From an optimization exercise on the open Yosys and OpenROAD flow, aimed at small area; shortcuts taken in it are not production practice.
In this exercise RTL edits were held to simulation tests only and were not proved equivalent to the original. The flow treats the clock pin as an ideal source, which a real chip does not have.

==> run a: inputs <==
// key_schedule
module key_schedule
(
  input  logic         clk_in,
  input  logic         rst_in,
  input  logic         start_in,
  input  logic [127:0] key_in,
  output logic         busy_out,
  output logic         rk_valid_out,
  input  logic         rk_ready_in,
  output logic [3:0]   rk_round_out,
  output logic [127:0] rk_out,
  output logic         done_out,
  input  logic [3:0]   rd_addr_in,
  output logic [127:0] rd_data_out
);
  logic         busy_q;
  logic         done_q;
  logic [3:0]   round_q;
  logic [127:0] cur_key;
  logic [127:0] key_d_n, key_d;
  logic [3:0]   addr_q;
  logic [31:0]  sub_word;
  logic [127:0] next_key;
  logic         last, ld, adv, hold;
  aes_subword u_subword (
    .word     (cur_key[127:96]),
    .sub_word (sub_word)
  );
  key_schedule_expand u_expand (
    .round    (round_q),
    .key      (cur_key),
    .sub_word (sub_word),
    .next_key (next_key)
  );
  assign last = (round_q == key_schedule_pkg::NUM_ROUNDS);
  assign ld   = !rst_in && !busy_q && start_in;
  assign adv  = !rst_in && busy_q && rk_ready_in && !last;
  assign hold = !rst_in && !ld && !adv;
  always_ff @(posedge clk_in) begin
    if (rst_in) begin
      busy_q  <= 1'b0;
      done_q  <= 1'b0;
      round_q <= 4'd0;
    end else begin
      done_q <= busy_q && rk_ready_in && last;
      if (!busy_q) begin
        if (start_in) begin
          busy_q  <= 1'b1;
          round_q <= 4'd0;
        end
      end else if (rk_ready_in) begin
        if (last) busy_q <= 1'b0;
        else round_q <= round_q + 4'd1;
      end
    end
  end
  for (genvar i = 0; i < 128; i++) begin : g_key
    ks_aoi222 u_sel (.a0(ld), .b0(key_in[i]), .a1(adv), .b1(next_key[i]),
                     .a2(hold), .b2(cur_key[i]), .y(key_d_n[i]));
    ks_inv    u_inv (.a(key_d_n[i]), .y(key_d[i]));
  end
  always_ff @(posedge clk_in) begin
    cur_key <= key_d;
  end
  always_ff @(posedge clk_in) begin
    addr_q <= rst_in ? 4'hf : rd_addr_in;
  end
  logic [127:0] key_buf [0:10];
  logic [10:0]  sel;
  always_ff @(posedge clk_in) begin
    for (int e = 0; e <= 10; e++) begin
      if (busy_q && round_q == 4'(e)) key_buf[e] <= cur_key;
    end
  end
  for (genvar e = 0; e <= 10; e++) begin : g_sel
  ...
export LEC_CHECK = 0
export CAP_MARGIN = 20
export CORE_MARGIN = 2
export CORE_UTILIZATION = 65
export GPL_TIMING_DRIVEN = 0
export SLEW_MARGIN = 20
export SYNTH_HIERARCHICAL = 1
export SYNTH_MINIMUM_KEEP_SIZE = 0
create_clock -name core_clock -period 6.5 [get_ports {clk_in}]
standard.sh (not shown) runs the stock make flow with config.mk's settings and CLKGATE_MAP_FILE= SYNTH_SCRIPT=/design/flow/synth_recipe.tcl, a recipe that flattens the netlist after the stock synthesis.
==> flow/flow/run.sh <==
#!/bin/bash
# The standard layout (standard.sh), with two changes:
#  - port buffers are sky130_fd_sc_hd__buf_1 (the standard flow picks a larger
#    delay cell); every input and output port still gets its buffer;
#  - CTS uses clkbuf_16 with sink clusters of up to 32 registers and inserts no
#    dummy loads.
# ORFS writes each step's full log under orfs/logs/; make's own output goes to
# flow.log here.
set -uo pipefail
export BUFFER_PORTS_ARGS="-buffer_cell sky130_fd_sc_hd__buf_1"
export CTS_ARGS="-sink_clustering_enable -repair_clock_nets -dont_use_dummy_load -buf_list sky130_fd_sc_hd__clkbuf_16 -sink_clustering_size 32 -sink_clustering_max_diameter 80"
bash standard.sh > flow.log 2>&1
==> run b: changes against run a <==
- GPL_TIMING_DRIVEN: 0 -> not set
- PLACE_DENSITY: not set -> 0.8
==> run c: changes against run a <==
==> flow/flow/run.sh (replaced) <==
#!/bin/bash
# The standard layout (standard.sh), with two changes:
#  - port buffers are sky130_fd_sc_hd__buf_1 (the standard flow picks a larger
#    delay cell); every input and output port still gets its buffer;
#  - CTS uses clkbuf_8 with sink clusters of up to 20 registers and inserts no
#    dummy loads.
# ORFS writes each step's full log under orfs/logs/; make's own output goes to
# flow.log here.
set -uo pipefail
export BUFFER_PORTS_ARGS="-buffer_cell sky130_fd_sc_hd__buf_1"
export CTS_ARGS="-sink_clustering_enable -repair_clock_nets -dont_use_dummy_load -buf_list sky130_fd_sc_hd__clkbuf_8 -sink_clustering_size 20 -sink_clustering_max_diameter 50"
bash standard.sh > flow.log 2>&1
- CORE_UTILIZATION: 65 -> 40
- CTS_BUF_LIST: not set -> sky130_fd_sc_hd__clkbuf_8
- CTS_CLUSTER_DIAMETER: not set -> 50
- CTS_CLUSTER_SIZE: not set -> 20
- GPL_TIMING_DRIVEN: 0 -> not set
==> reports/summary.txt <==
Outcome: no timing/DRC/antenna violations
Worst slew margin: 0.300
Clock-cell share: 0.0295
Largest net degree at the start of global routing: 129
Slew @ Worst Pin: 1050 ps
Commonest cells after routing, fill and taps aside: edfxtp_1, a222oi_1, xor2_1
Well Taps: 1917
R2r startpoint: cur_key[109]
Clock transition at the registers of the reported paths: 100 ps
Worst-path maximum fanout: 9
Initial Util: 0.402
Final net count: 4032
NonClk Buf Share: 0.0460
DIE HEIGHT: 386 um
Reg2reg path depth: 25
Skew final: 114 ps
FP Rows: 140
Post-Place Cells: 5665
Source of the figures above: run c

==> reports/summary.txt <==
Outcome: no timing/DRC/antenna violations
Fmax: 161 MHz
Reg2reg path depth: 22
Final net count: 4042
Worst-path maximum fanout: 17
Skew final: 67.1 ps
Worst slew margin: 0.471
WHS: 585 ps
NonClk Buf Share: 0.0896
Clock transition at the registers of the reported paths: 110 ps
Initial Util: 0.658
Largest net degree at the start of global routing: 67
Initial antenna violation count: 1
Yosys warns: 10
Commonest cells after routing, fill and taps aside: edfxtp_1, a222oi_1, buf_1
Final Max Slew Viols: 0
DIE HEIGHT: 304 um
Well Taps: 1165
Post-Place Cells: 5004
Fraction of layout cells with a size suffix above 1: 0.118
Synth top cells by count: edfxtp_1, a222oi_1, xor2_1
Source of the figures above: run a

==> reports/summary.txt <==
Worst slew margin: 0.270
Outcome: no timing/DRC/antenna violations
Final net count: 3892
Well Taps: 1165
Commonest cells after routing, fill and taps aside: edfxtp_1, a222oi_1, buf_1
DIE HEIGHT: 304 um
NonClk Buf Share: 0.0419
Post-Place Cells: 4855
Worst-path maximum fanout: 15
Final worst path period need: 6160 ps
Skew final: 67.9 ps
FP Rows: 109
R2r startpoint: cur_key[125]
Clock-cell share: 0.0218
Source of the figures above: run b

==> static timing again, ports no longer ideal <==
The flow's constraints put no driver on any port. The routed layouts listed below were extracted and timed again, unchanged, in two steps.
Step 1, drivers: a clkbuf_16 drives clk_in and a buf_2 each remaining input, both assumed.
Step 2 also shifts input and output timing later by t, the mid clock arrival at the registers, as if the neighbouring blocks saw the same clock.
a / b / c = ideal / step 1 / step 2; a / b = the first two.
run | t, ns | slack for setup (ns) | worst setup path at the end
run a | 0.752 | 0.278 / 0.278 / 0.278 | register to register
run b | 0.728 | 0.342 / 0.342 / 0.342 | register to register
run c | 0.913 | 0.343 / 0.343 / 0.343 | register to register
After both steps setup and hold are still met in every run listed.
